What follows belongs to an exercise in optimizing a design on an open flow for small area; a production flow would make more cautious choices. Power figures rest on the tool's default switching activity, not on a simulated workload.

==> flow/design.v <==
package ofm_maxpool_rx_pkg;
    localparam int unsigned OFM_DW   = 36;
    localparam int unsigned OFM_N    = 5;
    localparam int unsigned NSQ      = OFM_N * OFM_N;
    localparam int unsigned PN       = OFM_N - 1;
    localparam int unsigned PNSQ     = PN * PN;
    localparam int unsigned WR_CNT_W = $clog2(NSQ);
    typedef enum logic [1:0] {
        S_IDLE    = 2'd0,
        S_CAPTURE = 2'd1,
        S_POOL    = 2'd2
    } state_t;
endpackage
module ofm_maxpool_rx_max4 #(
    parameter int unsigned DW = 36
) (
    input  logic [DW-1:0] i_a,
    input  logic [DW-1:0] i_b,
    input  logic [DW-1:0] i_c,
    input  logic [DW-1:0] i_d,
    output logic [DW-1:0] o_max
);
    logic [DW-1:0] w_ab;
    logic [DW-1:0] w_cd;
    always_comb begin
        w_ab  = (i_a >= i_b) ? i_a : i_b;
        w_cd  = (i_c >= i_d) ? i_c : i_d;
        o_max = (w_ab >= w_cd) ? w_ab : w_cd;
    end
endmodule
module ofm_maxpool_rx #(
    parameter int unsigned DW = ofm_maxpool_rx_pkg::OFM_DW,
    parameter int unsigned N  = ofm_maxpool_rx_pkg::OFM_N
) (
    input  logic          clk,
    input  logic          rst,
    input  logic          in_valid,
    input  logic [DW-1:0] In_OFM,
    output logic          busy,
    output logic          overrun,
    output logic          out_valid,
    output logic [DW-1:0] Out_Pool
);
    localparam int unsigned PN    = N - 1;
    localparam int unsigned NS    = PN * PN;
    localparam int unsigned IDX_W = $clog2(N);
    logic               r_pool;
    logic [IDX_W-1:0]   r_row, r_col;
    logic               r_busy, r_overrun, r_out_valid;
    logic [DW-1:0]      r_out_pool;
    logic [DW-1:0]      q [NS+1];
    logic w_pool_last, w_col0, w_col_end, w_row_end;
    logic w_shift, w_rot;
    logic w_s_gt_q0, w_h_gt_qp;
    logic [DW-1:0] w_h;
    function automatic logic f_gt(input logic [DW-1:0] a, input logic [DW-1:0] b);
        logic g;
        g = 1'b0;
        for (int i = 0; i < DW; i++)
            g = (a[i] & ~b[i]) | (a[i] & g) | (~b[i] & g);
        f_gt = g;
    endfunction
    assign w_col0      = (r_col == '0);
    assign w_col_end   = (r_col == IDX_W'(PN));
    assign w_row_end   = (r_row == IDX_W'(PN));
    assign w_pool_last = r_pool && (r_row == '0) && w_col0;
    assign w_shift = r_pool || (in_valid && !w_col0 && !w_row_end);
    assign w_rot   = in_valid && !w_col0 && w_row_end;
    assign w_s_gt_q0 = f_gt(In_OFM, q[0]);
    assign w_h       = w_s_gt_q0 ? In_OFM : q[0];
    assign w_h_gt_qp = f_gt(w_h, ~q[PN]);
    always_ff @(posedge clk) begin
        if (in_valid)
            q[0] <= In_OFM;
        if (w_shift || w_rot)
            q[1] <= (w_rot && !w_h_gt_qp) ? q[PN] : ~w_h;
        for (int i = 2; i <= PN; i++)
            if (w_shift || w_rot)
                q[i] <= q[i-1];
        if (w_shift)
            q[PN+1] <= (!r_pool && w_h_gt_qp) ? ~w_h : q[PN];
        for (int i = PN + 2; i <= NS; i++)
            if (w_shift)
                q[i] <= q[i-1];
    end
    always_ff @(posedge clk) begin
        if (rst) begin
            r_pool      <= 1'b0;
            r_row       <= '0;
            r_col       <= '0;
            r_busy      <= 1'b0;
            r_overrun   <= 1'b0;
            r_out_valid <= 1'b0;
            r_out_pool  <= '0;
        end else begin
            if (r_pool) begin
                if (w_pool_last) begin
                    r_pool <= 1'b0;
                    if (in_valid) r_col <= IDX_W'(1);
                end else if (r_col == IDX_W'(PN - 1)) begin
                    r_col <= '0;
                    r_row <= (r_row == IDX_W'(PN - 1)) ? '0 : r_row + 1'b1;
                end else begin
                    r_col <= r_col + 1'b1;
                end
            end else if (in_valid) begin
                if (w_col_end) begin
                    r_col <= '0;
                    if (w_row_end) begin
                        r_row  <= '0;
                        r_col  <= IDX_W'(1);
                        r_pool <= 1'b1;
                    end else begin
                        r_row <= r_row + 1'b1;
                    end
                end else begin
                    r_col <= r_col + 1'b1;
                end
            end
            r_busy      <= r_pool && !w_pool_last;
            r_overrun   <= r_pool && !w_pool_last && in_valid;
            r_out_valid <= r_pool;
            r_out_pool  <= r_pool ? ~q[NS] : '0;
        end
    end
    assign busy      = r_busy;
    assign overrun   = r_overrun;
    assign out_valid = r_out_valid;
    assign Out_Pool  = r_out_pool;
endmodule
==> flow/config.mk <==
export PLATFORM = sky130hd
export DESIGN_NAME = ofm_maxpool_rx
export DESIGN_NICKNAME = ofm_maxpool_rx
export VERILOG_FILES = /design/flow/design.v
export SDC_FILE = /design/flow/constraint.sdc
export NUM_CORES = 4
export LEC_CHECK = 0
export ABC_AREA = 1
export CAP_MARGIN = 20
export CORE_MARGIN = 2
export CORE_UTILIZATION = 60
export CTS_BUF_LIST = sky130_fd_sc_hd__clkbuf_8
export CTS_CLUSTER_DIAMETER = 80
export CTS_CLUSTER_SIZE = 20
export SLEW_MARGIN = 20
==> flow/constraint.sdc <==
create_clock -name core_clock -period 10.0 [get_ports {clk}]
set_input_delay 2.0000 -clock core_clock [delete_from_list [all_inputs] [get_ports {clk}]]
set_output_delay 2.0000 -clock core_clock [all_outputs]
set_load 0.01 [all_outputs]
standard.sh (not shown) runs the stock make flow with config.mk's settings and CLKGATE_MAP_FILE= SYNTH_SCRIPT=/design/flow/synth_recipe.tcl, a recipe that flattens the netlist after the stock synthesis.
==> flow/flow/run.sh <==
#!/bin/bash
# Standard ORFS layout, with the port buffers made from the smallest buffer
# cell (buf_1) instead of the resizer's default choice.
set -euo pipefail
bash standard.sh "BUFFER_PORTS_ARGS=-buffer_cell sky130_fd_sc_hd__buf_1" finish > standard.log 2>&1
Rerun with:
==> flow/run.sh (new file) <==
#!/bin/bash
# synth_recipe.tcl (not shown) runs the flow's synth.tcl, then flattens the netlist and writes it again
# the make line also repeats each setting of config.mk as NAME=value (left out here)
make -C /OpenROAD-flow-scripts/flow DESIGN_CONFIG=/design/flow/config.mk WORK_HOME=/design/flow/orfs CLKGATE_MAP_FILE= SYNTH_SCRIPT=/design/flow/synth_recipe.tcl finish
removed: flow/flow/run.sh
removed: flow/standard.sh
=> Clock power falls by about 3%; via count hardly moves; worst hold slack is better by 6.4 ps; design area rises by 1.6%; clock-buffer cell count is unchanged; critical path depth is unchanged; global-route usage rises by 0.11 points.
No run of this note included a check of the RTL's function; only the layout flow was run.

## static timing again, ports no longer ideal
How much do the figures lean on ideal ports? The routed layouts below were timed once more, with nothing changed but the port constraints.
Step 1 sets driving cells, clkbuf_16 on the clock port and buf_2 on the other inputs (assumed; they add their load-dependent delay and slew).
Step 2 adds t to the input delays and takes it off the output delays; t is the mean of the earliest and latest rising clock arrival at the registers after step 1. Input paths then give back, and output paths get back, about the clock's delay inside the block.
Slacks: no drivers / after step 1 / after step 2; pairs: no drivers / after step 1.
| run | t, ns | setup slack, ns | worst register clock-pin slew, ns |
|---|---|---|---|
| the first run | 0.669 | 2.613 / 2.626 / 1.956 | 0.12 / 0.12 |
| the second run | 0.659 | 2.264 / 2.273 / 1.614 | 0.12 / 0.12 |
After both steps every run listed still meets setup and hold. The setup slack of the first run, which loses most, moves by +0.013 ns with the drivers and by -0.657 ns with both steps.
